From an optimization exercise on the open Yosys and OpenROAD flow, aimed at small area; shortcuts taken in it are not production practice.
Function was checked by simulation only, so behaviour that the tests miss may differ from the original.
Power figures rest on the tool's default switching activity, not on a simulated workload. The clock port is modelled as an ideal driver; clocking choices that lean on that would not hold on a real chip.

**flow/run.sh**
```bash
#!/bin/bash
# synth_recipe.tcl (not shown) runs the flow's synth.tcl, then flattens the netlist and writes it again
# the make line also repeats each setting of config.mk as NAME=value (left out here)
make -C /OpenROAD-flow-scripts/flow DESIGN_CONFIG=/design/flow/config.mk WORK_HOME=/design/flow/orfs CLKGATE_MAP_FILE= SYNTH_SCRIPT=/design/flow/synth_recipe.tcl finish
```
**flow/config.mk**
```make
export PLATFORM = sky130hd
export DESIGN_NAME = tile_display_top
export DESIGN_NICKNAME = tile_display_top
export VERILOG_FILES = /design/flow/design.v
export SDC_FILE = /design/flow/constraint.sdc
export NUM_CORES = 4
export LEC_CHECK = 0
export ABC_AREA = 1
export CAP_MARGIN = 20
export CORE_MARGIN = 2
export CORE_UTILIZATION = 55
export CTS_BUF_LIST = sky130_fd_sc_hd__clkbuf_16
export CTS_CLUSTER_DIAMETER = 80
export CTS_CLUSTER_SIZE = 32
export PLACE_DENSITY = 0.7
export SLEW_MARGIN = 20
```
**flow/constraint.sdc**
```tcl
create_clock -name core_clock -period 27.7 [get_ports {clk_36MHz}]
set_input_delay 5.5400 -clock core_clock [delete_from_list [all_inputs] [get_ports {clk_36MHz}]]
set_output_delay 5.5400 -clock core_clock [all_outputs]
set_load 0.01 [all_outputs]
```
**flow/design.v**
```verilog
`default_nettype none
package video_timing_pkg;
   localparam int ACTIVE_H = 640;    
   localparam int ACTIVE_V = 480;    
   localparam int H_FP     = 32;     
   localparam int H_PULSE  = 48;     
   localparam int H_BP     = 112;    
   localparam int V_FP     = 1;      
   localparam int V_PULSE  = 3;      
   localparam int V_BP     = 25;     
   localparam int H_BLANK = H_FP + H_PULSE + H_BP;    
   localparam int V_BLANK = V_FP + V_PULSE + V_BP;    
   localparam int H_TOTAL = H_BLANK + ACTIVE_H;       
   localparam int V_TOTAL = V_BLANK + ACTIVE_V;       
endpackage
`default_nettype wire
`default_nettype none
package tile_cmd_pkg;
   localparam int GRID_COLS = 20;    
   localparam int GRID_ROWS = 15;    
endpackage
`default_nettype wire
`timescale 1ns/10ps
`default_nettype none
module cmd_decoder
(
   input  wire        clk_36MHz,
   input  wire        arst_n,
   input  wire        req,
   input  wire [15:0] cmd,
   output logic       ack,
   input  wire        commit,       
   output logic       wr_pend,
   output logic [3:0] wr_row,
   output logic [4:0] wr_col,
   output logic [2:0] wr_colour,
   output logic [2:0] bg_colour
);
   typedef enum logic [1:0]
   {
      S_IDLE,     
      S_ISSUE,    
      S_ACKD      
   } state_e;
   state_e state;
   logic   exec;        
   logic   in_range;
   assign exec     = (state == S_ACKD) && !ack;
   assign in_range = (cmd[14:10] < 5'(tile_cmd_pkg::GRID_COLS)) && (cmd[9:6] < 4'(tile_cmd_pkg::GRID_ROWS));
   always_ff @(posedge clk_36MHz)
   begin
      if (exec && !cmd[15])
      begin
         wr_row    <= cmd[9:6];
         wr_col    <= cmd[14:10];
         wr_colour <= cmd[5:3];
      end
   end
   always_ff @(posedge clk_36MHz or negedge arst_n)
   begin
      if (!arst_n)
      begin
         state     <= S_IDLE;
         ack       <= 1'b0;
         wr_pend   <= 1'b0;
         bg_colour <= '0;
      end
      else
      begin
         ack <= (state == S_ACKD);
         case (state)
            S_IDLE:  if (req && !ack) state <= S_ISSUE;
            S_ISSUE: state <= S_ACKD;
            S_ACKD:  if (ack && !req) state <= S_IDLE;
            default: state <= S_IDLE;
         endcase
         if (exec && cmd[15])
            bg_colour <= cmd[2:0];
         if (exec && !cmd[15] && in_range)
            wr_pend <= 1'b1;
         else if (commit)
            wr_pend <= 1'b0;
      end
   end
endmodule
`default_nettype wire
`timescale 1ns/10ps
`default_nettype none
module tile_store
(
   input  wire        clk_36MHz,
   input  wire        arst_n,
   input  wire        wr_pend,
   input  wire [3:0]  wr_row,
   input  wire [4:0]  wr_col,
   input  wire [2:0]  wr_colour,
   output logic       commit,
   input  wire [3:0]  lb_row,        
   input  wire [4:0]  rd_col,        
   output logic [2:0] tile_colour    
);
   localparam int NW = tile_cmd_pkg::GRID_ROWS;    
   localparam int WB = 3 * tile_cmd_pkg::GRID_COLS;  
   logic [NW-1:0][WB-1:0] ring;
   logic [WB-1:0]         lbuf;
   logic [3:0]            psi;         
   logic                  clr;         
   logic [3:0]            row0, row5, row10;
   logic                  hit0, hit5, hit10;
   logic [WB-1:0]         nxt0, nxt5, nxt10;
   logic [WB-1:0]         wmask;       
   logic [WB-1:0]         wdata;
   assign row0  = psi;
   assign row5  = (psi < 4'd10) ? psi + 4'd5  : psi - 4'd10;
   assign row10 = (psi < 4'd5)  ? psi + 4'd10 : psi - 4'd5;
   assign hit0  = wr_pend && (wr_row == row0);
   assign hit5  = wr_pend && (wr_row == row5);
   assign hit10 = wr_pend && (wr_row == row10);
   assign commit = hit0 || hit5 || hit10;
   always_comb
   begin
      for (int c = 0; c < tile_cmd_pkg::GRID_COLS; c++)
      begin
         wmask[3*c +: 3] = {3{wr_col == 5'(c)}};
         wdata[3*c +: 3] = wr_colour;
      end
   end
   logic [WB-1:0] m0, m5, m10;
   logic [WB-1:0] keep;
   assign m0    = hit0  ? wmask : '0;
   assign m5    = hit5  ? wmask : '0;
   assign m10   = hit10 ? wmask : '0;
   assign keep  = {WB{!clr}};
   assign nxt0  = (wdata & m0)  | (ring[NW-1] & ~m0  & keep);
   assign nxt5  = (wdata & m5)  | (ring[4]    & ~m5  & keep);
   assign nxt10 = (wdata & m10) | (ring[9]    & ~m10 & keep);
   always_ff @(posedge clk_36MHz)
   begin
      for (int i = 0; i < NW; i++)
      begin
         if (i == 0)
            ring[i] <= nxt0;
         else if (i == 5)
            ring[i] <= nxt5;
         else if (i == 10)
            ring[i] <= nxt10;
         else
            ring[i] <= ring[i-1];
      end
   end
   always_ff @(posedge clk_36MHz or negedge arst_n)
   begin
      if (!arst_n)
      begin
         psi <= '0;
         clr <= 1'b1;
      end
      else
      begin
         psi <= (psi == 4'd0) ? 4'd14 : psi - 4'd1;
         if (psi == 4'd11)
            clr <= 1'b0;
      end
   end
   logic lb_load;
   logic lb_wr;
   assign lb_load = (psi == lb_row);
   assign lb_wr   = wr_pend && (wr_row == lb_row);
   always_ff @(posedge clk_36MHz)
   begin
      for (int c = 0; c < tile_cmd_pkg::GRID_COLS; c++)
      begin
         if (lb_wr && wr_col == 5'(c))
            lbuf[3*c +: 3] <= wr_colour;
         else if (lb_load)
            lbuf[3*c +: 3] <= ring[NW-1][3*c +: 3];
      end
   end
   always_comb
   begin
      tile_colour = '0;
      for (int c = 0; c < tile_cmd_pkg::GRID_COLS; c++)
         if (rd_col == 5'(c))
            tile_colour = lbuf[3*c +: 3];
   end
endmodule
`default_nettype wire
`timescale 1ns/10ps
`default_nettype none
module vga_controller
(
   input  wire        clk_36MHz,
   input  wire        arst_n,
   input  wire [2:0]  tile_colour,    
   input  wire [2:0]  bg_colour,
   output logic [3:0] lb_row,
   output logic [4:0] rd_col,
   output logic [24:0] vga
);
   localparam int HT = video_timing_pkg::H_TOTAL;
   localparam int VT = video_timing_pkg::V_TOTAL;
   localparam int AH = video_timing_pkg::ACTIVE_H;
   localparam int AV = video_timing_pkg::ACTIVE_V;
   localparam int HS = AH + video_timing_pkg::H_FP;      
   localparam int HE = HS + video_timing_pkg::H_PULSE;   
   localparam int VS = AV + video_timing_pkg::V_FP;
   localparam int VE = VS + video_timing_pkg::V_PULSE;
   logic [9:0] h, h_n;
   logic [8:0] v, v_n;
   logic [1:0] run;       
   logic [2:0] colour;
   logic       act, act_n;
   always_comb
   begin
      h_n = h;
      v_n = v;
      if (run[1])
      begin
         h_n = (h == 10'(HT - 1)) ? '0 : h + 1'b1;
         if (h == 10'(AH - 1))
            v_n = (v == 9'(VT - 1)) ? '0 : v + 1'b1;
      end
   end
   assign act    = (h < 10'(AH)) && (v < 9'(AV));
   assign act_n  = (h_n < 10'(AH)) && (v_n < 9'(AV));
   assign rd_col = h_n[9:5];
   assign lb_row = v[8:5];
   always_ff @(posedge clk_36MHz or negedge arst_n)
   begin
      if (!arst_n)
      begin
         h      <= 10'(AH);
         v      <= 9'(AV);
         run    <= '0;
         colour <= '0;
      end
      else
      begin
         h      <= h_n;
         v      <= v_n;
         run    <= {run[0], 1'b1};
         colour <= !act_n ? 3'd0 : (tile_colour != 3'd0) ? tile_colour : bg_colour;
      end
   end
   assign vga[24]    = !((h >= 10'(HS)) && (h < 10'(HE)));
   assign vga[23]    = !((v >= 9'(VS)) && (v < 9'(VE)));
   assign vga[22:20] = colour;
   assign vga[19:10] = act ? h : '0;
   assign vga[9:0]   = act ? {1'b0, v} : '0;
endmodule
`default_nettype wire
`timescale 1ns/10ps
`default_nettype none
module tile_display_top
(
   input  wire        clk_36MHz,
   input  wire        arst_n,
   input  wire        req,
   input  wire [15:0] cmd,    
   output wire        ack,
   output wire [24:0] vga     
);
   logic       commit;
   logic       wr_pend;
   logic [3:0] wr_row;
   logic [4:0] wr_col;
   logic [2:0] wr_colour;
   logic [2:0] bg_colour;
   logic [3:0] lb_row;
   logic [4:0] rd_col;
   logic [2:0] tile_colour;
   cmd_decoder u_decoder
   (
      .clk_36MHz (clk_36MHz),
      .arst_n    (arst_n),
      .req       (req),
      .cmd       (cmd),
      .ack       (ack),
      .commit    (commit),
      .wr_pend   (wr_pend),
      .wr_row    (wr_row),
      .wr_col    (wr_col),
      .wr_colour (wr_colour),
      .bg_colour (bg_colour)
   );
   tile_store u_store
   (
      .clk_36MHz   (clk_36MHz),
      .arst_n      (arst_n),
      .wr_pend     (wr_pend),
      .wr_row      (wr_row),
      .wr_col      (wr_col),
      .wr_colour   (wr_colour),
      .commit      (commit),
      .lb_row      (lb_row),
      .rd_col      (rd_col),
      .tile_colour (tile_colour)
   );
   vga_controller u_vga
   (
      .clk_36MHz   (clk_36MHz),
      .arst_n      (arst_n),
      .tile_colour (tile_colour),
      .bg_colour   (bg_colour),
      .lb_row      (lb_row),
      .rd_col      (rd_col),
      .vga         (vga)
   );
endmodule
`default_nettype wire
```
==> results of run 1 <==
[per-stage QoR]
stage	utilization	instance area [um2]	power, mW	setup WS [ps]	hold WS (ps)
final	0.6016	28480	2.371	19530	321.9
after global routing	0.6016	28480	2.455	19400	329.5
after CTS	0.6014	28470	2.387	19550	326.8
after detailed placement	0.5767	27300	1.708	20210	312.1
after global placement	0.5767	27300	1.704	20360	309.6
after floorplan	-	26220	1.633	20480	309.6
[per-layer routing]
metal	wire length, um	share of wire
met3	2275	0.050
met5	0	0
met4	1184	0.026
met2	20060	0.44
met1	22180	0.49
[area by class of cell]
| cell class | count | area (um2) | area share |
|---|---|---|---|
| clock buffer | 41 | 1026 | 0.03602 |
| clock inverter | 22 | 143.9 | 0.005052 |
| inverter | 75 | 284.0 | 0.009972 |
| multi-input combinational | 952 | 4662 | 0.1637 |
| sequential | 1008 | 21090 | 0.7404 |
| tap | 615 | 769.5 | 0.02702 |
| timing repair buffer | 54 | 508.0 | 0.01784 |
[registers in the layout, indices dropped and copies added, names as in the netlist]
name,flops
u_store.psi,4
u_decoder.wr_pend,1
u_decoder.state,2
u_vga.v,9
u_decoder.wr_colour,3
u_decoder.wr_row,4
u_decoder.bg_colour,3
u_store.lbuf,60
u_decoder.ack,1
u_decoder.wr_col,5
u_store.ring,900
u_store.clr,1
u_vga.run,2
u_vga.h,10
u_vga.colour,3
[power groups by stage]
stage,Clock [mW],Sequential [mW],Combinational (mW)
after floorplan,0,1.55,0.0873
after global routing,0.760,1.52,0.171
after CTS,0.711,1.52,0.156
after global placement,0,1.55,0.153
final,0.695,1.52,0.156
after detailed placement,0,1.55,0.155
[cell families (layout without fill, tap and decap cells)]
kind of cell | after synthesis | count (layout)
flip-flops | 1008 | 1008
AND/OR/NAND/NOR | 622 | 622
AO/OA/AOI/OAI | 301 | 301
buffers and inverters | 135 | 192
XOR/XNOR | 13 | 13
adder cells (fa/ha/maj) | 11 | 11
multiplexers | 3 | 3
other | 2 | 2
[how the worst max path moves through the flow]
stage | start | to | slack (ps) | depth (start not counted)
2_1_floorplan | cmd[15] | u_decoder.wr_col[0] | 20480 | 1
3_3_place_gp | u_vga.v[5] | vga[12] | 20360 | 5
3_5_place_dp | u_vga.v[5] | vga[8] | 20210 | 5
4_1_cts | u_vga.v[5] | vga[8] | 19550 | 5
5_1_grt | u_vga.v[5] | vga[12] | 19400 | 5
6_report | u_vga.v[5] | vga[12] | 19530 | 5
[layout by cell type, fill, tap and decap left out, drive strengths merged, types with 5 or more instances in the layout]
| cell type | Yosys | layout |
|---|---|---|
| dfstp | 7 | 7 |
| nor2 | 98 | 98 |
| ha | 11 | 11 |
| o21ai | 261 | 261 |
| xor2 | 8 | 8 |
| buf | 22 | 12 |
| clkbuf | 38 | 41 |
| xnor2 | 5 | 5 |
| nand2 | 271 | 271 |
| dfxtp | 900 | 900 |
| nand4 | 16 | 16 |
| or2 | 6 | 6 |
| clkdlybuf4s50 | 0 | 42 |
| nor4 | 5 | 5 |
| nand3 | 209 | 209 |
| inv | 74 | 93 |
| a21oi | 23 | 23 |
| nor3 | 13 | 13 |
| dfrtp | 29 | 29 |
| edfxtp | 72 | 72 |
[worst max-delay path, delay by kind of cell (launching register included)]
family	cells	cell delay (ps)
buffers and inverters	2	600
DFF	1	590
and+or+nand+nor	3	850
==> run notes, run 1 <==
Synth:
- The simple-gate share of the synthesized area is 0.1055.
- The commonest register cell after synthesis is sky130_fd_sc_hd__dfxtp_1.
- Of the post-synthesis cell area, the dominant cell type holds 0.6872.
- The number of nets handed over by synthesis was 2125.
- The fraction of registers with async set/reset is 0.03571.
- The most frequent cell after synthesis is sky130_fd_sc_hd__dfxtp_1.
- Synthesis produced 2095 cells.
- The library cell with the largest summed area after synthesis is sky130_fd_sc_hd__dfxtp_1.
- The main combinational cell family by area after synthesis is simple AND/OR/NAND/NOR gates.
- Of the total synthesized cell area, the portion taken by full adders, half adders and majority gates is 0.005250.
- After synthesis, the netlist uses 44 different library cells.
- The synthesized-area fraction occupied by ao, oa, aoi and oai cells is 0.05932.
- In this run the mean area of a mapped cell was 12.51 um2.
- Of the synthesized area, sequential elements account for 0.8044.
- Counting instances in the post-synthesis netlist gives the leading cell types as 900 x sky130_fd_sc_hd__dfxtp_1, 263 x sky130_fd_sc_hd__nand2_1, 258 x sky130_fd_sc_hd__o21ai_0.
- Of the total synthesized cell area, the portion taken by XOR and XNOR cells is 0.004343.
- The mapped cell area is 26220 um2.
- Counting flops with a built-in enable in the synthesized netlist gives 72.
- The number of flip-flops and latches in the synthesized netlist is 1008.
- After synthesis, the cell types taking the most area are sky130_fd_sc_hd__dfxtp_1 69%, sky130_fd_sc_hd__edfxtp_1 8.2%, sky130_fd_sc_hd__o21ai_0 4.9%.
- The number of warnings issued by yosys is 3.
- Of the post-synthesis cell area, the part taken by muxes is 0.001289.

Drt:
- The first TritonRoute pass finished after 5 iterations.
- The detailed-route DRC error count is 0.
- The routed layout has 14.01k vias.
- Dividing the detail-routed via count by the number of cells gives 5.063.
- The count of nets left with antenna violations once routing finished came out at 0.
- The initial DRC count is 1192.
- The detail-routed net length per standard cell is 16.52 um.
- The final wirelength is 45.71 mm.

Floorplanning:
- The die covers 49430 um2.
- The number of standard-cell rows in the floorplan is 80.
- The floorplan step defined a core boundary enclosing 47350 um2.
- The chip height is 222.3 um.
- The die outline width is 222.3 um.
- The number of primary I/O pins is 45.
- For this configuration, the core starts out at a cell density of 0.5538.

Timing:
- The final number of max-transition violations is 0.
- The worst path in the final design needs a cycle of 8173 ps, including I/O delays and setup.
- Setup repair after global routing left no endpoint under its margin.
- Dividing the final minimum period by the clock period gives 0.2950.
- The count of endpoints failing hold in the final timing report is 0.
- The tightest slew margin relative to the limit is 0.2916.
- The setup violation total in the final timing report is 0.
- Clock skew on the completed layout was measured at 25.84 ps.
- The total negative slack for setup checks is 0 ps.
- At the pin with the least slew margin, the transition time is 1058 ps.
- The fmax is 122.4 MHz.

Pwr:
- The power density of the placed cells is 83.23 nW/um2.
- The fraction of power consumed by the clock network is 0.293.
- Of the total power, registers draw 0.641.
- The cell-internal power is 1.834 mW.
- Across the VDD grid, the largest voltage drop is 0.03645 mV.
- Of the total power, the share spent switching nets is 0.2264.
- The share of power burned in combinational logic is 0.066.
- Summed over all cells, the static leakage comes to 10.86 nW.
- The net switching power of the design is 536.6 uW.

Setup path:
- On the critical path, the stage with the largest delay is an instance of sky130_fd_sc_hd__dfstp_2.
- The worst flop-to-flop path endpoint is u_store.ring[608].
- In this run the worst path has a maximum fanout of 19.
- The critical path launch point type is a register.
- The register-to-register setup slack is 23730 ps.
- The worst flop-to-flop path startpoint is u_store.psi[1].
- The category of the critical setup timing path is reg2out.
- The critical path goes through inv_1, nor3_1, or2_2, nor2_1, clkdlybuf4s50_1.
- The number of cells on the worst reg-to-reg path is 13.
- The arrival time of the worst setup path is 2630 ps.
- For the worst setup path, the data required time is 22160 ps.
- The critical path capture point type is a primary output.
- The delay of the slowest critical-path stage is 590 ps.

CTS:
- The later pin in the worst-skew pair is clocked with a latency of 600 ps.
- TritonCTS built the clock tree.
- The number of buffers inserted during clock tree synthesis is 38.
- The clock drives 1008 sinks.
- The post-cts hold buffer count is 0.
- After clock tree synthesis, the clock-pin slew on the worst setup and hold paths is 110 ps.
- The number of setup buffers added after CTS is 0.
- The root buffer cell is sky130_fd_sc_hd__clkbuf_16.
- The post-cts gate resize count is 0.
- The deepest level of the CTS H-tree is 2.
- No sink is reached through more buffers than the 3 on the longest clock path.

GRT:
- The first global-routing pass estimated 72.13 mm of wire.
- The number of global-route vias before repair was 13.37k.
- Entering global routing, the biggest net connects 81 pins.
- The overall overflow remaining after global route is 0.
- The number of antenna violations at the first check in global routing is 0.
- For met3 alone, demand over resource in global routing was 0.02473.
- met2 is the most crowded layer.
- The met2 track demand over resource in global routing is 0.2858.
- The combined global-route utilization of all metal layers is 0.1858.
- The met1 capacity usage during global routing is 0.2712.

Placed design:
- The global placer's final weighted congestion is 0.8936.
- Once detailed placement completed, the half-perimeter wirelength came to 27.21 mm.
- In this run, placement finished with an instance count of 2704.
- The quantity of I/O buffers inserted on ports is 43.

Final layout:
- Once layout is complete, the cells apart from fillers number 2767.
- After filler insertion, the fill cell instance count of the layout stands at 3751.
- The fraction of layout cells with a size suffix above 1 is 0.05112.
- After the last flow step, the layout net total stands at 2159.
- The number of diodes added for antenna fixing is 0.
- The layout overhead on the synthesized area is 8.638%.

Hold path:
- The class of the most critical hold timing path is reg2reg.
- The hold path depth is 0.
- The endpoint of the worst hold path is u_store.ring[387].
- The startpoint of the most critical hold path is u_store.ring[327].

Flow run:
- Across the run, the number of max-cap violations was 0.

Status:
- The flow ran to the end and the layout has no timing, DRC or antenna violations.
==> run 2: changes to the inputs <==
--- a/flow/config.mk
+++ b/flow/config.mk
@@ -9,8 +9,8 @@
 export CAP_MARGIN = 20
 export CORE_MARGIN = 2
 export CORE_UTILIZATION = 55
-export CTS_BUF_LIST = sky130_fd_sc_hd__clkbuf_16
-export CTS_CLUSTER_DIAMETER = 80
-export CTS_CLUSTER_SIZE = 32
+export CTS_BUF_LIST = sky130_fd_sc_hd__clkbuf_8
+export CTS_CLUSTER_DIAMETER = 60
+export CTS_CLUSTER_SIZE = 16
 export PLACE_DENSITY = 0.7
 export SLEW_MARGIN = 20
==> run 2 against run 1 <==
Against the previous run:
- sequential cell count did not move
- clock power barely moved
- die area did not move
- via count rose by 1.7%
- area after synthesis did not move
- total power barely moved
- largest cell class unchanged
==> run notes, run 2 <==
Setup path:
- Walking the worst path, the cells encountered are inv_1, nor3_1, or2_2, nor2_1, clkdlybuf4s50_1.
- For flop-to-flop paths, the worst setup slack is 23790 ps.
- The maximum net fanout on the critical path is 19.
- STA classifies the critical path endpoint as a primary output.
- In this run the critical register-to-register path is launched from u_store.psi[1].
- Data arrives at the worst endpoint at 2660 ps.
- The highest-delay cell along the critical path is sky130_fd_sc_hd__dfstp_2.
- The required time of the critical path is 22160 ps.
- In this run the worst setup path terminates at vga[12].
- The worst setup path is launched from a register.
- The endpoint identified for the worst register-to-register timing path is u_store.ring[608].
- The number of cells on the worst reg-to-reg path is 13.
- The delay of the slowest critical-path stage is 580 ps.
- The worst setup path startpoint is u_vga.v[5].
- The category of the critical setup timing path is reg2out.

GRT:
- In the global route stage, overall resource usage came out at 0.1893.
- The number of antenna violations at the first check in global routing was 0.
- The number of global-route vias before repair is 13.74k.
- Entering global routing, the biggest net connects 81 pins.
- The total overflow left after global routing is 0.
- The wire length of the first global-routing pass is 73.22 mm.

Synth:
- For this run, the leading register cell type out of synthesis is sky130_fd_sc_hd__dfxtp_1.
- The number of warnings issued by yosys is 3.
- The share of the Yosys chip area taken by registers is 0.8044.
- By area, the combinational part of the netlist is dominated by simple AND/OR/NAND/NOR gates.
- In the post-synthesis netlist, the cell with the most instances is sky130_fd_sc_hd__dfxtp_1.
- In this run, synthesis inferred 72 flip-flops with an integrated enable.
- The net count of the mapped netlist is 2125.
- The average instance in the mapped netlist occupies 12.51 um2.
- The number of standard cells after synthesis is 2095.
- By area the synthesized netlist is led by sky130_fd_sc_hd__dfxtp_1 69%, sky130_fd_sc_hd__edfxtp_1 8.2%, sky130_fd_sc_hd__o21ai_0 4.9%.
- The count of different cell masters after synthesis is 44.
- Counting instances in the post-synthesis netlist gives the leading cell types as 900 x sky130_fd_sc_hd__dfxtp_1, 263 x sky130_fd_sc_hd__nand2_1, 258 x sky130_fd_sc_hd__o21ai_0.
- The number of flip-flops and latches in the synthesized netlist is 1008.
- The share of synthesized area spent on multiplexers is 0.001289.
- Of the total synthesized cell area, the portion taken by XOR and XNOR cells is 0.004343.
- Of the total synthesized cell area, the portion taken by full adders, half adders and majority gates is 0.005250.
- Counting flops with an async set or reset pin after synthesis yields a share of 0.03571.
- The share of synthesized area in the top cell type comes to 0.6872.
- The synthesized-area fraction occupied by ao, oa, aoi and oai cells came to 0.05932.
- The largest total area in the synthesized netlist belongs to sky130_fd_sc_hd__dfxtp_1.
- Of the total synthesized cell area, the portion taken by AND, OR, NAND and NOR gates is 0.1055.
- In this run the cell area of the synthesized design comes to 26220 um2.

Timing:
- The worst pin sits at a relative slew slack of 0.2922.
- The final number of max-transition violations is 0.
- The fmax is 122.0 MHz.
- Setup violations remaining at the end of the flow were counted as 0.
- In the final timing run, aggregate negative setup slack is 0 ps.
- The worst clock skew is 35.52 ps.
- At the pin with the least slew margin, the transition time is 1062 ps.
- The count of endpoints failing hold in the final timing report is 0.
- Setup repair after global routing left no endpoint under its margin.
- In the finished design, the share of the clock period the worst path needs comes to 0.2959.
- The clock period could shrink to 8196 ps.

Final layout:
- Once layout is complete, the utilization of the core stands at 0.6032.
- Leaving out fill and tap cells, the most frequent cell in the layout is sky130_fd_sc_hd__dfxtp_1.
- The net total in the final layout is 2195.
- Registers take 21090 um2.
- The number of diodes added for antenna fixing is 0.
- After routing the design area is 28560 um2.
- Leaving out fill and tap cells, the most frequent cells in the layout are 900 x sky130_fd_sc_hd__dfxtp_1, 263 x sky130_fd_sc_hd__nand2_1, 258 x sky130_fd_sc_hd__o21ai_0.
- Compared with the post-synthesis result, the final layout area differs by 8.924%.
- Of the cells placed in the final design, the portion with a size suffix greater than 1 is 0.06736.
- The register with the most flip-flops in the layout has 900 of them.
- The largest registers in the layout are u_store.ring x900, u_store.lbuf x60, u_vga.h x10.
- Summing all multi-input logic gate instances after layout gives 4662 um2.
- The number of filler cells placed in the layout is 3746.
- The register with the most flip-flops is u_store.ring.
- The finished layout holds 2812 standard cells, fillers aside.

CTS:
- The deepest level of the CTS H-tree is 3.
- Hold repair after CTS inserted 0 buffers.
- The number of setup buffers added after CTS is 0.
- No sink is reached through more buffers than the 3 on the longest clock path.
- TritonCTS built the clock tree.
- The number of buffers inserted during clock tree synthesis is 74.
- The post-cts gate resize count is 0.
- The later pin in the worst-skew pair is clocked with a latency of 680 ps.
- The tree is rooted in a sky130_fd_sc_hd__clkbuf_8.
- Counting every sink on the clock net gives 1008.
- The clock slew at the register clock pins of the worst setup and hold paths is 100 ps.

Floorplanning:
- The floorplan step set the die width to 222.3 um.
- The number of standard-cell rows in the floorplan is 80.
- The overall die area is 49430 um2.
- The initial utilization of the core area, before any placement, comes to 0.5538.
- The core region is 47350 um2.
- The chip height is 222.3 um.
- The number of primary I/O pins is 45.

Placed design:
- The number of placed instances, taps included, is 2704.
- Port buffering added 43 buffers.
- In this run the cell area measured after placement is 27300 um2.
- At the end of routability-driven placement, the weighted congestion stood at 0.8936.
- Detailed placement finished with a half-perimeter wire length of 27.21 mm.

Drt:
- The via count is 14.24k.
- The detailed-route DRC error count is 0.
- The initial DRC count is 1147.
- The number of nets still failing antenna checks after routing is 0.
- The first-pass detailed-route iteration total is 5.
- Dividing the detail-routed wire length by the instance count gives 16.41 um.
- The via density per instance is 5.064.
- The final wirelength is 46.14 mm.

Pwr:
- The power density of the placed cells is 83.08 nW/um2.
- Overall power consumption after layout is estimated at 2.373 mW.
- Across the VDD grid, the largest voltage drop is 0.03120 mV.
- The standby leakage power is 10.95 nW.

Status:
- The flow ran to the end and the layout has no timing, DRC or antenna violations.

Hold path:
- The min-delay analysis places its worst path in the category reg2reg.

Flow run:
- Across the run, the number of max-cap violations was 0.
run 2: cell counts after synthesis:
No cell type changed its count.
run 2: layer usage:
layer	share of wire	global-route usage
met4	0.031	0.08682
met3	0.054	0.03332
met5	0	0
met1	0.48	0.2712
met2	0.43	0.2830
run 2: stage by stage:
stage,hold slack (ps),worst slack [ps]
after CTS,322.9,19440
after floorplan,309.6,20480
final,315.0,19500
after global placement,309.6,20360
after global routing,321.6,19280
after detailed placement,312.1,20210
run 2: layout make-up:
type	instances	area share
clock inverter	29	0.005520
inverter	75	0.009946
sequential	1008	0.7385
timing repair buffer	54	0.01779
multi-input combinational	952	0.1632
clock buffer	79	0.03807
tap	615	0.02695
run 2: logic make-up after synthesis:
group           count (synthesis)
flops                        1008
simple gates                  622
compound gates                301
buf+inv                       135
xor+xnor                       13
fa+ha+maj                      11
mux                             3
other cells                     2
run 2: worst min path at each step:
| stage | start | endpoint | cells past startpoint |
|---|---|---|---|
| after floorplan | u_store.ring[40] | u_store.ring[100] | 0 |
| after detailed placement | u_store.ring[92] | u_store.ring[152] | 0 |
| after CTS | u_store.ring[833] | u_store.ring[893] | 0 |
| after global placement | u_store.ring[446] | u_store.ring[506] | 0 |
| after global routing | u_store.ring[135] | u_store.ring[195] | 0 |
| final | u_store.ring[690] | u_store.ring[750] | 0 |
run 2: where the power goes:
part	internal, mW	total (mW)	switching, mW
clock network	0.273	0.697	0.425
registers	1.50	1.52	0.0196
logic	0.0495	0.157	0.107
run 2: worst max-delay path: cells and delay by family (launching register included):
kind	cells	cell delay, ps
simple gates	3	780
buf+inv	2	600
flops	1	580
==> run 3: changes to the inputs <==
==> flow/config.mk (replaced) <==
export PLATFORM = sky130hd
export DESIGN_NAME = tile_display_top
export DESIGN_NICKNAME = tile_display_top
export VERILOG_FILES = /design/flow/design.v
export SDC_FILE = /design/flow/constraint.sdc
export NUM_CORES = 4
export LEC_CHECK = 0
export CAP_MARGIN = 20
export CORE_MARGIN = 2
export CORE_UTILIZATION = 30
export PLACE_DENSITY = 0.5
export SLEW_MARGIN = 20
==> run 3 against run 2 <==
Against the previous run:
- still clean on timing, DRC and antenna
- clock skew fell by 11 ps
- clock power rose by 84%
- die area rose by 95%
- combinational power rose by 28%
- largest power group unchanged
==> run notes, run 3 <==
Status:
- The flow ran to the end and the layout has no timing, DRC or antenna violations.

Pwr:
- The sequential share of power is 0.509.
- The cell-internal power is 2.335 mW.
- The analysis attributes to net switching a power of 675.3 uW.
- IR analysis of the VDD net gives a maximum drop of 0.04737 mV.
- In this run the static leakage power is 13.08 nW.
- Of the total power, the share spent switching nets is 0.2244.
- The power density of the placed cells is 90.92 nW/um2.
- The fraction of power consumed by the clock network is 0.424.
- The share of power burned in combinational logic is 0.067.
- The completed layout was analyzed and its total power is 3.010 mW.

CTS:
- The clock latency of the later-clocked register in the worst-skew pair is 630 ps.
- The number of clock buffers added by TritonCTS is 94.
- The clock drives 1008 sinks.
- The root buffer cell is sky130_fd_sc_hd__clkbuf_16.
- The clock slew at the register clock pins of the worst setup and hold paths is 70 ps.
- The number of setup buffers added after CTS is 0.
- The maximum buffer depth of the clock tree is 3.
- The clock tree synthesis step divided the H-tree into 3 levels.
- TritonCTS built the clock tree.
- The post-cts hold buffer count is 0.
- In this run, post-CTS repair resized a total of 0 instances.

Floorplanning:
- The initial standard-cell utilization of the core is 0.3022.
- The die outline width is 310.4 um.
- The chip height is 310.4 um.
- The number of primary I/O pins is 45.
- In this run the standard cell core region covers 93190 um2.
- The number of standard-cell rows in the floorplan is 112.
- The overall die area is 96350 um2.

Hold path:
- The path class of the tightest hold or removal check is reg2reg.

Drt:
- The final wirelength is 57.78 mm.
- The detailed-route DRC error count is 0.
- The detail-routed net length per standard cell is 16.49 um.
- The number of nets still failing antenna checks after routing is 0.
- The first-pass detailed-route iteration total is 6.
- The via count is 15.00k.
- The via density per instance is 4.281.
- The first routing iteration left 986 violations.

Timing:
- Measured against its own limit, the worst slew margin works out to 0.3533.
- The clock period could shrink to 8422 ps.
- The count of endpoints failing hold in the final timing report came to 0.
- The fmax is 118.7 MHz.
- The smallest setup slack after layout is 19280 ps.
- The final number of max-transition violations came to 0.
- The worst hold margin is 310.6 ps.
- The total negative slack for setup checks is 0 ps.
- Setup violations remaining at the end of the flow were counted as 0.
- The period utilization is 0.3041.
- Setup repair after global routing left no endpoint under its margin.
- On the final layout, the worst clock skew is 24.11 ps.
- At the pin with the least slew margin, the transition time is 970.0 ps.

Final layout:
- In the final layout, the registers with the most flip-flops are u_store.ring x900, u_store.lbuf x60, u_vga.h x10.
- More flip-flops sit in one register than any other, and that register is u_store.ring.
- The layout overhead on the synthesized area is 17.55%.
- Once layout is done, the placed cells without fillers occupy 33110 um2.
- For this run, the post-layout net count is 2207.
- The library cells used most frequently in the layout, excluding fill and tap cells, are 900 x sky130_fd_sc_hd__dfxtp_1, 183 x sky130_fd_sc_hd__mux2_2, 143 x sky130_fd_sc_hd__nand2_1.
- The most common library cell in the layout ignoring fill and taps is sky130_fd_sc_hd__dfxtp_1.
- The number of filler cells placed in the layout is 8979.
- The number of flip-flops in the largest register is 900.
- 0 antenna diodes ended up in the layout.
- The finished layout holds 3504 standard cells, fillers aside.
- The fraction of layout cells with a size suffix above 1 is 0.1693.
- The utilization of the core after routing is 0.3553.

Synth:
- The fraction of the yosys area taken by sequential cells is 0.7488.
- The net count of the mapped netlist is 2141.
- The fraction of registers with async set/reset is 0.03571.
- Averaged over all synthesized cells, the footprint is 13.34 um2.
- The synthesized design contains 1008 register bits.
- The number of warnings issued by yosys is 3.
- By count the netlist is led by 900 x sky130_fd_sc_hd__dfxtp_1, 183 x sky130_fd_sc_hd__mux2_2, 143 x sky130_fd_sc_hd__nand2_1.
- By area the synthesized netlist is led by sky130_fd_sc_hd__dfxtp_1 64%, sky130_fd_sc_hd__edfxtp_1 7.7%, sky130_fd_sc_hd__mux2_2 7.3%.
- The most common cell in the synthesized netlist is sky130_fd_sc_hd__dfxtp_1.
- For this run, the leading register cell type out of synthesis is sky130_fd_sc_hd__dfxtp_1.
- The area share of the largest cell type after synthesis is 0.6397.
- The mapped cell area is 28160 um2.
- The number of standard cells after synthesis is 2111.
- The count of different cell masters after synthesis is 84.
- The library cell with the largest summed area after synthesis is sky130_fd_sc_hd__dfxtp_1.
- Counting flops with a built-in enable in the synthesized netlist gives 72.

GRT:
- In the global route stage, overall resource usage came out at 0.1213.
- The number of antenna violations at the first check in global routing is 0.
- The number of global-route vias before repair is 15.51k.
- The layer flagged by global routing as most heavily used is met2.
- The first global-routing pass estimated 89.77 mm of wire.
- The met1 capacity usage during global routing is 0.1676.
- For this run the aggregate overflow at the end of global routing stands at 0.
- The met2 track demand over resource in global routing is 0.1875.
- Entering global routing, the biggest net connects 66 pins.
- The global routing met3 resource utilization is 0.02949.

Placed design:
- Summed over all nets, the half-perimeter wirelength after detailed placement is 35.64 mm.
- The global placer's final weighted congestion is 0.8234.
- During placement, the flow inserted port buffers numbering 43.
- Prior to clock tree synthesis, the placed netlist has a worst setup slack of 19930 ps.
- The cell area after placement is 29950 um2.
- The number of cells after detailed placement is 3335.

Setup path:
- The critical path launch point type is a register.
- The category of the critical setup timing path is reg2out.
- The arrival time of the worst setup path is 2880 ps.
- The maximum net fanout on the critical path is 17.
- Data on the critical path is required at its endpoint by 22160 ps.
- The register-to-register setup slack is 23430 ps.
- The critical path capture point type is a primary output.

Flow run:
- The reported max-cap violation count is 0.
==> run 3: cell types whose count changed in the layout (fill, tap and decap cells not counted), sizes merged, moves of 13 or more <==
cell    before  now
nand2      271  143
inv        100   27
clkbuf      79  143
xnor2        5   21
nor2b        0  124
and2         0   19
nand3      209  142
nor3        13   26
clkinv       2   19
mux2         3  183
o21ai      261   48
==> run 3: cell families after synthesis <==
family / count (synthesis) / synth area share
xor gates and xnor gates: 30 / 0.009330
adders and majority gates: 11 / 0.004887
buffers and inverters: 118 / 0.01706
muxes: 187 / 0.07459
DFF: 1008 / 0.7488
and+or+nand+nor: 606 / 0.1088
AOI/OAI and AO/OA: 149 / 0.03630
other: 2 / 0.0002667
==> run 3: metal layers <==
layer	up-vias	wire length, um
li1	7244	-
met1	7320	28240
met2	340	25150
met3	97	3106
met4	0	1287
met5	-	0
==> run 3: area by class of cell <==
cell class | count | area (um2) | area share
clock buffers | 143 | 2884 | 0.08712
clock inverters | 26 | 276.5 | 0.008353
inverters | 25 | 98.84 | 0.002986
multi-input cells | 985 | 6609 | 0.1996
flip-flops and latches | 1008 | 21090 | 0.6371
well taps | 1254 | 1569 | 0.04739
repair buffers | 63 | 575.6 | 0.01739
==> run 3: final timing paths <==
kind | start | endpoint | cells past startpoint
setup / recovery | u_vga.h[7] | vga[14] | 4
hold / removal | u_store.ring[224] | u_store.ring[284] | 0
setup reg to reg | u_vga.h[5] | u_vga.colour[2] | 8
hold reg to reg | u_store.ring[224] | u_store.ring[284] | 0
max in group asynchronous | arst_n | u_vga.h[8] | 1
min in group asynchronous | arst_n | u_vga.h[0] | 1
==> run 3: power by group through the flow <==
stage               sequential (mW)  clock, mW  combinational [mW]
CTS                            1.53       1.32               0.202
global placement               1.56          0               0.199
floorplan                      1.55          0               0.125
finish                         1.53       1.28               0.201
detailed placement             1.56          0               0.201
global route                   1.54       1.37               0.218
==> run 3: critical path, cell delays in order (launching register included) <==
cell,delay (ps)
sky130_fd_sc_hd__dfstp_2,450
sky130_fd_sc_hd__or2_1,310
sky130_fd_sc_hd__a21oi_1,690
sky130_fd_sc_hd__and2_1,250
sky130_fd_sc_hd__clkdlybuf4s50_1,540
==> run 4: changes to the inputs <==
--- a/flow/design.v
+++ b/flow/design.v
@@ -95,14 +95,15 @@
    input  wire [4:0]  wr_col,
    input  wire [2:0]  wr_colour,
    output logic       commit,
-   input  wire [3:0]  lb_row,        
-   input  wire [4:0]  rd_col,        
+   input  wire [3:0]  rd_row,        
+   input  wire [4:0]  cur_col,       
+   input  wire [4:0]  nxt_col,       
+   input  wire        advance,       
    output logic [2:0] tile_colour    
 );
    localparam int NW = tile_cmd_pkg::GRID_ROWS;    
    localparam int WB = 3 * tile_cmd_pkg::GRID_COLS;  
    logic [NW-1:0][WB-1:0] ring;
-   logic [WB-1:0]         lbuf;
    logic [3:0]            psi;         
    logic                  clr;         
    logic [3:0]            row0, row5, row10;
@@ -162,26 +163,29 @@
             clr <= 1'b0;
       end
    end
-   logic lb_load;
-   logic lb_wr;
-   assign lb_load = (psi == lb_row);
-   assign lb_wr   = wr_pend && (wr_row == lb_row);
-   always_ff @(posedge clk_36MHz)
+   logic       row_hit;
+   logic       nxt_load;
+   logic [2:0] nxt_fetch;
+   logic [2:0] nxt;
+   assign row_hit  = wr_pend && (wr_row == rd_row);
+   assign nxt_load = (psi == rd_row);
+   always_comb
    begin
+      nxt_fetch = 'x;
       for (int c = 0; c < tile_cmd_pkg::GRID_COLS; c++)
-      begin
-         if (lb_wr && wr_col == 5'(c))
-            lbuf[3*c +: 3] <= wr_colour;
-         else if (lb_load)
-            lbuf[3*c +: 3] <= ring[NW-1][3*c +: 3];
-      end
+         if (nxt_col == 5'(c))
+            nxt_fetch = ring[NW-1][3*c +: 3];
    end
-   always_comb
+   always_ff @(posedge clk_36MHz)
    begin
-      tile_colour = '0;
-      for (int c = 0; c < tile_cmd_pkg::GRID_COLS; c++)
-         if (rd_col == 5'(c))
-            tile_colour = lbuf[3*c +: 3];
+      if (row_hit && wr_col == cur_col)
+         tile_colour <= wr_colour;
+      else if (advance)
+         tile_colour <= nxt;
+      if (row_hit && wr_col == nxt_col)
+         nxt <= wr_colour;
+      else if (nxt_load)
+         nxt <= nxt_fetch;
    end
 endmodule
 `default_nettype wire
@@ -193,8 +197,10 @@
    input  wire        arst_n,
    input  wire [2:0]  tile_colour,    
    input  wire [2:0]  bg_colour,
-   output logic [3:0] lb_row,
-   output logic [4:0] rd_col,
+   output logic [3:0] rd_row,
+   output logic [4:0] cur_col,    
+   output logic [4:0] nxt_col,    
+   output logic       advance,    
    output logic [24:0] vga
 );
    localparam int HT = video_timing_pkg::H_TOTAL;
@@ -223,8 +229,12 @@
    end
    assign act    = (h < 10'(AH)) && (v < 9'(AV));
    assign act_n  = (h_n < 10'(AH)) && (v_n < 9'(AV));
-   assign rd_col = h_n[9:5];
-   assign lb_row = v[8:5];
+   logic [9:0] s;
+   assign s       = (h >= 10'(HT - 2)) ? h - 10'(HT - 2) : h + 10'd2;
+   assign cur_col = s[9:5];
+   assign nxt_col = (s[9:5] >= 5'(tile_cmd_pkg::GRID_COLS - 1)) ? 5'd0 : s[9:5] + 5'd1;
+   assign advance = (s[4:0] == 5'd0);
+   assign rd_row  = v[8:5];
    always_ff @(posedge clk_36MHz or negedge arst_n)
    begin
       if (!arst_n)
@@ -266,8 +276,10 @@
    logic [4:0] wr_col;
    logic [2:0] wr_colour;
    logic [2:0] bg_colour;
-   logic [3:0] lb_row;
-   logic [4:0] rd_col;
+   logic [3:0] rd_row;
+   logic [4:0] cur_col;
+   logic [4:0] nxt_col;
+   logic       advance;
    logic [2:0] tile_colour;
    cmd_decoder u_decoder
    (
@@ -292,8 +304,10 @@
       .wr_col      (wr_col),
       .wr_colour   (wr_colour),
       .commit      (commit),
-      .lb_row      (lb_row),
-      .rd_col      (rd_col),
+      .rd_row      (rd_row),
+      .cur_col     (cur_col),
+      .nxt_col     (nxt_col),
+      .advance     (advance),
       .tile_colour (tile_colour)
    );
    vga_controller u_vga
@@ -302,8 +316,10 @@
       .arst_n      (arst_n),
       .tile_colour (tile_colour),
       .bg_colour   (bg_colour),
-      .lb_row      (lb_row),
-      .rd_col      (rd_col),
+      .rd_row      (rd_row),
+      .cur_col     (cur_col),
+      .nxt_col     (nxt_col),
+      .advance     (advance),
       .vga         (vga)
    );
 endmodule
--- a/flow/config.mk
+++ b/flow/config.mk
@@ -5,8 +5,12 @@
 export SDC_FILE = /design/flow/constraint.sdc
 export NUM_CORES = 4
 export LEC_CHECK = 0
+export ABC_AREA = 1
 export CAP_MARGIN = 20
 export CORE_MARGIN = 2
-export CORE_UTILIZATION = 30
-export PLACE_DENSITY = 0.5
+export CORE_UTILIZATION = 55
+export CTS_BUF_LIST = sky130_fd_sc_hd__clkbuf_16
+export CTS_CLUSTER_DIAMETER = 80
+export CTS_CLUSTER_SIZE = 32
+export PLACE_DENSITY = 0.7
 export SLEW_MARGIN = 20
==> run 4 against run 3 <==
Against the previous run:
- sequential cell count fell by 54
- global-route usage is 6.9 points higher
- non-clock buffer count is 11 lower
- sequential power down 7%
- design area fell by 18%
- total power is 27% lower
- fmax down 0.16%
- sequential share of layout area rose by 8.3 points
- area after synthesis is 12% lower
- cell count is 23% lower
- largest cell class unchanged
- utilization increased by 25 points
==> run notes, run 4 <==
Timing:
- In the final timing run, aggregate negative setup slack is 0 ps.
- The smallest setup slack after layout is 19260 ps.
- The measured slew at the worst slew-check pin is 1039 ps.
- The tightest slew margin relative to the limit is 0.2986.
- The worst clock skew is 32.21 ps.
- Static timing analysis puts the maximum clock frequency at 118.5 MHz.
- The minimum period implied by the final worst setup slack is 8436 ps.
- Setup repair after global routing left no endpoint under its margin.
- The final number of max-transition violations is 0.
- Setup violations remaining at the end of the flow were counted as 0.
- The period utilization is 0.3045.
- The count of endpoints failing hold in the final timing report is 0.

CTS:
- The TritonCTS clock tree is done.
- After clock tree synthesis, the setup repair step added 0 buffers.
- TritonCTS created 38 clock buffers.
- In this run the clock root is driven by a sky130_fd_sc_hd__clkbuf_16.
- The deepest level of the CTS H-tree is 2.
- Clock-pin slew was measured on the worst setup and hold paths at 100 ps.
- The clock latency of the later-clocked register in the worst-skew pair is 600 ps.
- In this run, post-CTS hold repair placed 0 buffers.
- The maximum buffer depth of the clock tree is 3.
- The clock sink count is 954.
- After clock tree synthesis, the repair step resized 0 gates.

Synth:
- Ranked by instance count, the synthesized netlist is headed by 900 x sky130_fd_sc_hd__dfxtp_1, 224 x sky130_fd_sc_hd__nand2_1, 216 x sky130_fd_sc_hd__nand3_1.
- The count of different cell masters after synthesis is 52.
- Yosys printed 3 warnings.
- The library cell with the largest summed area after synthesis is sky130_fd_sc_hd__dfxtp_1.
- The most frequent cell after synthesis is sky130_fd_sc_hd__dfxtp_1.
- In the synthesized netlist the dominant register cell turns out to be sky130_fd_sc_hd__dfxtp_1.
- The share of synthesized area in the top cell type comes to 0.7253.
- In this run, synthesis produced a sequential element count of 954.
- Of all flip-flops after synthesis, the portion carrying an async set or reset was 0.03774.
- The average size of a mapped cell is 12.13 um2.
- The number of nets handed over by synthesis was 2081.
- The synthesized netlist occupies a cell area of 24840 um2.
- The number of standard cells after synthesis is 2047.
- The fraction of the yosys area taken by sequential cells is 0.7837.
- The number of enable-type register cells in the synthesized netlist is 18.
- Sorting the synthesized cells by area gives the leading types as sky130_fd_sc_hd__dfxtp_1 73%, sky130_fd_sc_hd__nand3_1 4.4%, sky130_fd_sc_hd__o21ai_0 4.0%.

Pwr:
- For this design the static power due to leakage is 10.60 nW.
- Across the VDD grid, the largest voltage drop is 0.05947 mV.
- The power consumption is 2.197 mW.
- In this run the power density over the cells is 81.32 nW/um2.

Flow run:
- The reported max-cap violation count is 0.

GRT:
- The combined global-route utilization of all metal layers is 0.1901.
- The wire length of the first global-routing pass is 70.03 mm.
- The number of global-route vias before repair is 12.80k.
- The largest net degree at the start of global routing is 110.
- The total overflow left after global routing is 0.
- The number of antenna violations at the first check in global routing is 1.

Hold path:
- The worst hold path begins at u_store.ring[443].
- The worst hold path was traced through 0 stages.
- The endpoint of the worst hold path is u_store.ring[503].
- The class of the most critical hold timing path is reg2reg.

Floorplanning:
- The overall die area is 46880 um2.
- The core outline area is 44410 um2.
- The number of standard-cell rows in the floorplan is 77.
- For this design the top-level I/O count stands at 45.
- In this run the horizontal extent of the chip is 216.5 um.
- The chip height is 216.5 um.
- The initial utilization of the core area, before any placement, comes to 0.5593.

Setup path:
- The required time of the critical path is 22160 ps.
- The worst setup path startpoint is u_vga.h[8].
- The setup path with the least slack is of type reg2out.
- The maximum net fanout on the critical path is 18.
- In this run the register-to-register setup slack is 23230 ps.
- The arrival time of the worst setup path is 2900 ps.
- The worst flop-to-flop path startpoint is u_vga.h[1].
- The number of cells on the worst reg-to-reg path is 38.
- The critical path launch point type is a register.
- STA classifies the critical path endpoint as a primary output.
- The worst flop-to-flop path endpoint is u_store.nxt[1].

Status:
- The run finished with no timing, DRC or antenna violations.

Drt:
- The first-pass detailed-route iteration total is 5.
- The initial DRC count is 1164.
- Dividing the detail-routed via count by the number of cells gives 5.041.
- In the final routed layout, each cell accounts on average for 16.44 um.
- In the routed design, unresolved DRC markers number 0.
- Summed over all layers, the routed wires come to 44.21 mm.
- The routed layout has 13.55k vias.
- Once detail routing completed, the nets flagged for antenna violations numbered 0.

Final layout:
- In the final layout, the multi-input gates occupy 4801 um2.
- The library cells used most frequently in the layout, excluding fill and tap cells, are 900 x sky130_fd_sc_hd__dfxtp_1, 224 x sky130_fd_sc_hd__nand2_1, 216 x sky130_fd_sc_hd__nand3_1.
- The repair_antennas step left the layout with diodes totalling 0.
- The most common library cell in the layout ignoring fill and taps is sky130_fd_sc_hd__dfxtp_1.
- The largest registers in the layout are u_store.ring x900, u_vga.h x10, u_vga.v x9.
- Of the cells placed in the final design, the portion with a size suffix greater than 1 is 0.06295.
- The net count of the finished layout is 2122.
- The register with the most flip-flops is u_store.ring.
- Fill cells in the final layout number 3464.
- Summing all flip-flop and latch instances after layout gives 19470 um2.
- The number of flip-flops in the largest register is 900.
- For this run, the share of the core covered by cells in the final layout is 0.6083.
- The layout overhead on the synthesized area is 8.769%.

Placed design:
- Once detailed placement completed, the half-perimeter wirelength came to 27.29 mm.
- Before CTS, the worst setup slack after placement is 19910 ps.
- The global placer's final weighted congestion is 0.8642.
- The quantity of I/O buffers inserted on ports is 43.
[run 4: logic make-up after synthesis]
kind of cell,synth area share
flip-flops,0.7837
buffers and inverters,0.02403
AO/OA/AOI/OAI,0.06019
other,0.0003023
multiplexers,0.001360
XOR/XNOR,0.007052
adder cells (fa/ha/maj),0.007556
AND/OR/NAND/NOR,0.1158
[run 4: worst max path at each step]
stage / cells after the start / to
after floorplan: 1 / u_decoder.wr_col[0]
after global placement: 6 / vga[8]
after detailed placement: 6 / vga[18]
after CTS: 6 / vga[18]
after global routing: 6 / vga[10]
final: 6 / vga[10]
[run 4: cell type report]
type	count	share of cell area
clock buffers	38	0.03519
well taps	592	0.02742
flip-flops and latches	954	0.7205
clock inverters	11	0.006159
inverters	105	0.01477
repair buffers	52	0.01825
multi-input cells	937	0.1777
[run 4: through the flow]
stage / cell area [um2] / hold WS, ps / std cells
after floorplan: 24840 / 309.6 / 2047
after global placement: 25900 / 309.6 / 2640
after detailed placement: 25900 / 312.1 / 2640
after CTS: 27020 / 314.7 / 2689
after global routing: 27020 / 319.9 / 2689
final: 27020 / 317.5 / 2689
[run 4: report_power, final]
part | internal [mW] | switching, mW | leakage [nW]
combinational | 0.0343 | 0.0713 | 2.21
clock | 0.262 | 0.402 | 0.538
sequential | 1.41 | 0.0188 | 7.85
[run 4: routing by layer]
metal,global-route usage,wire length (um)
met4,0.06073,1086
met1,0.2760,21750
met3,0.02723,1849
met5,0,18
met2,0.2956,19510
[run 4: worst max-delay path: stages (launching register included)]
cell                              delay [ps]
sky130_fd_sc_hd__dfrtp_1                 480
sky130_fd_sc_hd__nand2_1                 160
sky130_fd_sc_hd__inv_1                   100
sky130_fd_sc_hd__nor3_1                  270
sky130_fd_sc_hd__clkinv_1                470
sky130_fd_sc_hd__nor2_1                  270
sky130_fd_sc_hd__clkdlybuf4s50_1         570
==> run 5: changes to the inputs <==
--- a/flow/design.v
+++ b/flow/design.v
@@ -214,26 +214,20 @@
    logic [9:0] h, h_n;
    logic [8:0] v, v_n;
    logic [1:0] run;       
-   logic [2:0] colour;
-   logic       act, act_n;
+   logic [2:0] colour;    
+   logic       act;
    always_comb
    begin
-      h_n = h;
+      h_n = (h == 10'(HT - 1)) ? '0 : h + 10'(run[1]);
       v_n = v;
-      if (run[1])
-      begin
-         h_n = (h == 10'(HT - 1)) ? '0 : h + 1'b1;
-         if (h == 10'(AH - 1))
-            v_n = (v == 9'(VT - 1)) ? '0 : v + 1'b1;
-      end
+      if (h == 10'(AH - 1))
+         v_n = (v == 9'(VT - 1)) ? '0 : v + 1'b1;
    end
-   assign act    = (h < 10'(AH)) && (v < 9'(AV));
-   assign act_n  = (h_n < 10'(AH)) && (v_n < 9'(AV));
    logic [9:0] s;
    assign s       = (h >= 10'(HT - 2)) ? h - 10'(HT - 2) : h + 10'd2;
    assign cur_col = s[9:5];
    assign nxt_col = (s[9:5] >= 5'(tile_cmd_pkg::GRID_COLS - 1)) ? 5'd0 : s[9:5] + 5'd1;
-   assign advance = (s[4:0] == 5'd0);
+   assign advance = (h[4:0] == 5'd30);
    assign rd_row  = v[8:5];
    always_ff @(posedge clk_36MHz or negedge arst_n)
    begin
@@ -249,12 +243,13 @@
          h      <= h_n;
          v      <= v_n;
          run    <= {run[0], 1'b1};
-         colour <= !act_n ? 3'd0 : (tile_colour != 3'd0) ? tile_colour : bg_colour;
+         colour <= (tile_colour != 3'd0) ? tile_colour : bg_colour;
       end
    end
+   assign act        = (h < 10'(AH)) && (v < 9'(AV));
    assign vga[24]    = !((h >= 10'(HS)) && (h < 10'(HE)));
    assign vga[23]    = !((v >= 9'(VS)) && (v < 9'(VE)));
-   assign vga[22:20] = colour;
+   assign vga[22:20] = act ? colour : '0;
    assign vga[19:10] = act ? h : '0;
    assign vga[9:0]   = act ? {1'b0, v} : '0;
 endmodule
==> run 5 against run 4 <==
Against the previous run:
- sequential share of layout area up 0.77 points
- sequential power about the same
- fmax increased by 1.4%
- design area decreased by 1.1%
- via count is 1.4% lower
- clock power down 2%
- non-clock buffer count increased by 2
- largest cell class unchanged
- combinational power rose to 2.6 times the previous value
==> run notes, run 5 <==
Final layout:
- The number of diodes added for antenna fixing is 0.
- The register with the most flip-flops in the layout has 900 of them.
- Leaving out fill and tap cells, the most frequent cells in the layout are 900 x sky130_fd_sc_hd__dfxtp_1, 214 x sky130_fd_sc_hd__nand3_1, 210 x sky130_fd_sc_hd__nand2_1.
- The register with the most flip-flops is u_store.ring.
- Of the cells placed in the final design, the portion with a size suffix greater than 1 is 0.05157.
- The layout overhead on the synthesized area is 8.855%.
- The library cell used most frequently in the layout, excluding fill and tap cells, is sky130_fd_sc_hd__dfxtp_1.
- The number of filler cells placed in the layout is 3554.
- The final layout contains 2099 nets.
- The area of all placed cells without fillers is 26730 um2.
- In the final layout, the registers with the most flip-flops are u_store.ring x900, u_vga.h x10, u_vga.v x9.

Synth:
- Among all flip-flop cells after synthesis, the most frequent one is sky130_fd_sc_hd__dfxtp_1.
- Synthesis produced 2025 cells.
- Counting flops with an async set or reset pin after synthesis yields a share of 0.03774.
- The most frequent cell after synthesis is sky130_fd_sc_hd__dfxtp_1.
- The fraction of the yosys area taken by sequential cells is 0.7927.
- The mapped cell area is 24560 um2.
- The number of different library cells used by synthesis comes to 45.
- After synthesis, the cell types taking the most area are sky130_fd_sc_hd__dfxtp_1 73%, sky130_fd_sc_hd__nand3_1 4.4%, sky130_fd_sc_hd__o21ai_0 4.0%.
- The share of synthesized area in the top cell type comes to 0.7336.
- Summed over all instances, the cell type with the most area after synthesis is sky130_fd_sc_hd__dfxtp_1.
- Synthesis produced a netlist with a net count of 2057.
- The number of flip-flops and latches in the synthesized netlist is 954.
- In the synthesized netlist, the cells that appear most often are 900 x sky130_fd_sc_hd__dfxtp_1, 214 x sky130_fd_sc_hd__nand3_1, 210 x sky130_fd_sc_hd__nand2_1.
- The number of warnings issued by yosys is 3.
- The average instance in the mapped netlist occupies 12.13 um2.
- The synthesized design contains 18 enable-type register cells.

GRT:
- The number of global-route vias before repair is 12.74k.
- The number of antenna violations at the first check in global routing came to 0.
- The first global-routing pass estimated 68.33 mm of wire.
- Entering global routing, the biggest net connects 100 pins.
- For this run, the total global-route usage over all layers was measured as 0.1862.
- Summed over all layers, the global routing overflow is 0.

Timing:
- Setup repair after global routing left no endpoint under its margin.
- The worst clock skew is 26.44 ps.
- Dividing the final minimum period by the clock period gives 0.3002.
- For this run, the top clock speed supported by timing is 120.2 MHz.
- For the final routed database, the setup TNS stands at 0 ps.
- The smallest setup slack after layout is 19380 ps.
- Setup violations remaining at the end of the flow were counted as 0.
- For the pin with the worst max-slew slack, the measured transition is 1038 ps.
- The final number of max-transition violations came to 0.
- The minimum period implied by the final worst setup slack is 8316 ps.
- The tightest slew margin relative to the limit is 0.3081.
- The count of endpoints failing hold in the final timing report came to 0.

Drt:
- The first-pass detailed-route iteration total is 5.
- The via count is 13.36k.
- Dividing the detail-routed via count by the number of cells gives 5.010.
- The detailed-route DRC error count is 0.
- After detailed routing, the total wire length is 43.45 mm.
- In this run the remaining antenna-violating nets after routing total 0.
- Dividing the detail-routed wire length by the instance count gives 16.29 um.
- The initial DRC count is 1067.

CTS:
- CTS built an H-tree with a depth of 2.
- Counting the buffers created by CTS gives 37.
- The clock latency of the later-clocked register in the worst-skew pair is 580 ps.
- Clock-pin slew was measured on the worst setup and hold paths at 110 ps.
- The clock sink count is 954.
- The TritonCTS clock tree is done.
- Hold repair after CTS inserted 0 buffers.
- The maximum buffer depth of the clock tree is 3.
- The post-cts gate resize count is 0.
- Buffers added to address setup during post-CTS repair amount to 0.
- The root buffer cell is sky130_fd_sc_hd__clkbuf_16.

Pwr:
- The standby leakage power is 10.49 nW.
- VDD sags by at most 0.07629 mV.
- Power spread over the standard cell area amounts to 88.40 nW/um2.
- The power consumption is 2.363 mW.

Placed design:
- The placed instances occupy a cell area of 25650 um2.
- At the end of routability-driven placement, the weighted congestion stood at 0.8618.
- After legalization and detailed placement, the total HPWL measured 26.62 mm.
- The pre-CTS setup slack is 20030 ps.
- Input and output buffers added on the ports amount to 43.

Floorplanning:
- The die covers 46360 um2.
- In this run the standard cell core region covers 44120 um2.
- Row generation in the floorplan step produced 77 rows.
- 45 I/O pins were placed.
- The initial standard-cell utilization of the core is 0.5566.
- The die is 215.3 um tall.
- From left edge to right edge, the die measures 215.3 um.

Hold path:
- In this run the worst hold path is classified as reg2reg.

Setup path:
- The signal on the critical path passes through inv_1, nor2_1, inv_1, nand3_1, nor2_1, clkdlybuf4s50_1.
- The count of buffering cells on the critical path with inverters included is 3.
- The maximum net fanout on the critical path is 21.
- The worst setup path is captured at a primary output.
- The arrival time of the worst setup path is 2780 ps.
- The critical path launch point type is a register.
- Data on the critical path is required at its endpoint by 22160 ps.
- Among all stages on the critical path, the largest delay is contributed by sky130_fd_sc_hd__clkdlybuf4s50_1.
- By startpoint and endpoint, the worst setup path is classified as reg2out.
- For this run, the slowest stage of the critical path takes 600 ps.
- The kind of cell with the highest combined delay along the critical path is simple AND/OR/NAND/NOR gates.

Status:
- The flow ran to the end and the layout has no timing, DRC or antenna violations.

Flow run:
- Max-cap violations in this run came to 0.
[run 5: cell types whose count changed in the layout (fill, tap and decap cells not counted), sizes merged, moves of 5 or more]
cell | previous run | this run
a21oi | 45 | 38
nand2 | 240 | 217
nand3 | 224 | 218
nor2 | 120 | 136
nor4 | 2 | 7
xor2 | 20 | 15
[run 5: worst paths after layout]
check | startpoint | cells past startpoint | endpoint | slack [ps]
max in group asynchronous | arst_n | 2 | u_store.clr | 21940
setup reg to reg | u_vga.h[2] | 36 | u_store.nxt[2] | 23360
setup / recovery | u_vga.h[7] | 6 | vga[2] | 19380
hold reg to reg | u_store.ring[654] | 0 | u_store.ring[714] | 330
min in group asynchronous | arst_n | 2 | u_vga.colour[2] | 5390
hold / removal | u_store.ring[654] | 0 | u_store.ring[714] | 330
[run 5: area by class of cell]
type | count | area (um2) | share of cell area
inverter | 107 | 404.1 | 0.01512
timing repair buffer | 54 | 513.0 | 0.01919
clock inverter | 8 | 103.9 | 0.003885
multi-input combinational | 913 | 4528 | 0.1694
clock buffer | 39 | 975.9 | 0.03651
sequential | 954 | 19470 | 0.7282
tap | 592 | 740.7 | 0.02771
[run 5: cells by family after synthesis]
family | count (synthesis) | synth area share
AO/OA/AOI/OAI | 262 | 0.05599
buffers and inverters | 158 | 0.02430
other | 2 | 0.0003058
flip-flops | 954 | 0.7927
adder cells (fa/ha/maj) | 13 | 0.006623
AND/OR/NAND/NOR | 617 | 0.1132
multiplexers | 1 | 0.0004585
XOR/XNOR | 18 | 0.006420
[run 5: through the flow]
stage | hold WS (ps) | util | cells
2_1_floorplan | 309.6 | - | 2025
3_3_place_gp | 309.7 | 0.5812 | 2620
3_5_place_dp | 312.1 | 0.5814 | 2620
4_1_cts | 327.7 | 0.6059 | 2667
5_1_grt | 330.8 | 0.6059 | 2667
6_report | 327.0 | 0.6059 | 2667
[run 5: power by group]
group	leakage [nW]	switching [mW]	total [mW]	internal (mW)
Combinational	2.12	0.192	0.278	0.0866
Clock	0.535	0.390	0.653	0.263
Sequential	7.84	0.0196	1.43	1.41
[run 5: layer usage]
layer,GRT usage,wire length [um],up-vias
met5,0,0,-
met4,0.04782,822,0
met3,0.02746,2007,71
met2,0.2887,19150,264
met1,0.2756,21470,6391
li1,-,-,6637
==> run 6: changes to the inputs <==
==> flow/flow/run.sh (new file) <==
#!/bin/bash
# The standard layout (standard.sh, unchanged synthesis), with two changes:
# port buffers use buf_1, and CTS inserts no dummy loads.
# Each tool's output goes to its own log under orfs/logs; make's to flow.log.
set -euo pipefail
export BUFFER_PORTS_ARGS="-buffer_cell sky130_fd_sc_hd__buf_1"
export CTS_ARGS="-sink_clustering_enable -repair_clock_nets -dont_use_dummy_load -buf_list sky130_fd_sc_hd__clkbuf_16 -sink_clustering_size 32 -sink_clustering_max_diameter 80"
bash standard.sh > flow.log 2>&1
==> flow/standard.sh (new file) <==
#!/bin/bash
# synth_recipe.tcl (not shown) runs the flow's synth.tcl, then flattens the netlist and writes it again
# the make line also repeats each setting of config.mk as NAME=value (left out here)
make -C /OpenROAD-flow-scripts/flow DESIGN_CONFIG=/design/flow/config.mk WORK_HOME=/design/flow/orfs CLKGATE_MAP_FILE= SYNTH_SCRIPT=/design/flow/synth_recipe.tcl "${@:-finish}"
removed: flow/run.sh
==> run 6 against run 5 <==
Against the previous run:
- synthesized cell count unchanged
- clock power decreased by 4.6%
- die area is the same
- worst setup slack gained 340 ps
- register-to-register slack about the same
- combinational power down 4%
- clock-buffer cell count down 1
- total power shrank 1.8%
- sequential share of layout area rose by 1.1 points
==> run notes, run 6 <==
Status:
- The flow ran to the end and the layout has no timing, DRC or antenna violations.

Setup path:
- In this run the worst setup path terminates at vga[13].
- The maximum net fanout on the critical path is 21.
- The critical path capture point type is a primary output.
- Tracing the worst setup path back leads to its startpoint at u_vga.v[7].
- The arrival time of the worst setup path is 2440 ps.
- For the worst setup path, the data required time is 22160 ps.
- The category of the critical setup timing path is reg2out.

Final layout:
- The number of filler cells placed in the layout is 3581.
- The library cells used most frequently in the layout, excluding fill and tap cells, are 900 x sky130_fd_sc_hd__dfxtp_1, 214 x sky130_fd_sc_hd__nand3_1, 210 x sky130_fd_sc_hd__nand2_1.
- The fraction of layout cells with a size suffix above 1 is 0.04889.
- The final non-filler cell total is 2658.
- The number of diodes added for antenna fixing is 0.
- The library cell used most frequently in the layout, excluding fill and tap cells, is sky130_fd_sc_hd__dfxtp_1.

Synth:
- The synthesized design contains 954 register bits.
- The fraction of registers with async set/reset is 0.03774.
- The area share of the largest cell type after synthesis is 0.7336.
- Among all flip-flop cells after synthesis, the most frequent one is sky130_fd_sc_hd__dfxtp_1.
- Of all cell types, the one taking the most synthesized area is sky130_fd_sc_hd__dfxtp_1.
- The mapped cell area is 24560 um2.

Pwr:
- The switching part of the total is 0.2514.
- Cell internal power was estimated by the tool at 1.738 mW.
- The standby leakage power is 10.32 nW.

Timing:
- At the pin with the least slew margin, the transition time is 1064 ps.
- Static timing analysis puts the maximum clock frequency at 125.4 MHz.
- The count of endpoints failing hold in the final timing report is 0.
- Setup repair after global routing left no endpoint under its margin.
- The worst hold margin is 255.4 ps.

Placed design:
- The pre-CTS setup slack is 20370 ps.
- The quantity of I/O buffers inserted on ports is 43.
- The placed wire-length estimate is 26.61 mm.

Drt:
- The first-pass detailed-route iteration total is 7.
- In the final routed layout, each cell accounts on average for 16.06 um.
- In this run, the number of DRC markers left after iteration 0 of detailed routing was 1038.

Floorplanning:
- The number of standard-cell rows in the floorplan is 77.
- The initial standard-cell utilization of the core is 0.5566.
- Pin placement for this block handled 45 I/O pins.
- The floorplan step set the die height to 215.3 um.
- The die covers 46360 um2.

CTS:
- The number of buffers inserted during clock tree synthesis is 38.
- Clock-pin slew was measured on the worst setup and hold paths at 110 ps.
- In this run the number of H-tree levels came out at 2.
- The clock net in this run drives a total of 954 sinks.
- The post-cts hold buffer count is 0.
- The maximum buffer depth of the clock tree is 3.
- The TritonCTS clock tree is done.

GRT:
- The largest net degree at the start of global routing is 100.
- Across every metal layer, demand over resource in global routing totals 0.1842.
- The first global-routing pass estimated 67.08 mm of wire.
run 6: cell counts after synthesis:
Identical to the previous run, type by type.
run 6: logic make-up (layout without fill, tap and decap cells):
family / Yosys count / after routing / synth area share
muxes: 1 / 1 / 0.0004585
and+or+nand+nor: 617 / 617 / 0.1132
other: 2 / 2 / 0.0003058
DFF: 954 / 954 / 0.7927
xor gates and xnor gates: 18 / 18 / 0.006420
AOI/OAI and AO/OA: 262 / 262 / 0.05599
adders and majority gates: 13 / 13 / 0.006623
buffers and inverters: 158 / 199 / 0.02430
run 6: cell type report:
type | count | area (um2) | area share
Multi-Input combinational cell | 913 | 4519 | 0.1717
Inverter | 107 | 404.1 | 0.01535
Clock buffer | 38 | 950.9 | 0.03612
Tap cell | 592 | 740.7 | 0.02813
Sequential cell | 954 | 19470 | 0.7394
Timing Repair Buffer | 54 | 245.2 | 0.009315
run 6: power by group through the flow:
stage	clock, mW	combinational (mW)	sequential, mW
finish	0.623	0.267	1.43
global route	0.684	0.299	1.44
CTS	0.638	0.267	1.43
detailed placement	0	0.266	1.46
global placement	0	0.258	1.46
floorplan	0	0.179	1.46
run 6: worst max-delay path, stage by stage, from the launching register on:
cell	delay [ps]
sky130_fd_sc_hd__dfstp_2	600
sky130_fd_sc_hd__nand2_1	140
sky130_fd_sc_hd__nor2_1	200
sky130_fd_sc_hd__nand2_1	100
sky130_fd_sc_hd__nand3_1	580
sky130_fd_sc_hd__nor2_1	120
sky130_fd_sc_hd__buf_1	160
run 6: per-stage QoR:
| stage | area [um2] | power (mW) |
|---|---|---|
| after floorplan | 24560 | 1.635 |
| after global placement | 25370 | 1.720 |
| after detailed placement | 25380 | 1.728 |
| after CTS | 26330 | 2.337 |
| after global routing | 26330 | 2.418 |
| final | 26330 | 2.322 |
run 6: layer usage:
metal  vias up  wire [um]  share of wire  track usage
met5         -          0              0            0
met4         0       1161          0.027      0.05908
met3        91       1808          0.042      0.03340
met2       229      18530           0.43       0.2809
met1      6371      21170           0.50       0.2676
li1       6631          -              -            -
run 6: worst min path at each step:
stage	start	to	slack (ps)	cells past startpoint
4_1_cts	u_store.ring[654]	u_store.ring[714]	260	0
2_1_floorplan	u_store.ring[40]	u_store.ring[100]	310	0
5_1_grt	u_store.ring[654]	u_store.ring[714]	250	0
3_5_place_dp	u_store.ring[55]	u_store.ring[115]	310	0
3_3_place_gp	u_store.ring[706]	u_store.ring[766]	310	0
6_report	u_store.ring[654]	u_store.ring[714]	260	0

Re-timed with assumed drivers on the ports (clkbuf_16 on the clock, buf_2 on other inputs), run 6 has 19.666 ns of setup slack against 19.724 ns with ideal ports, and 20.289 ns once port delays also move by the mid clock arrival of 0.623 ns.
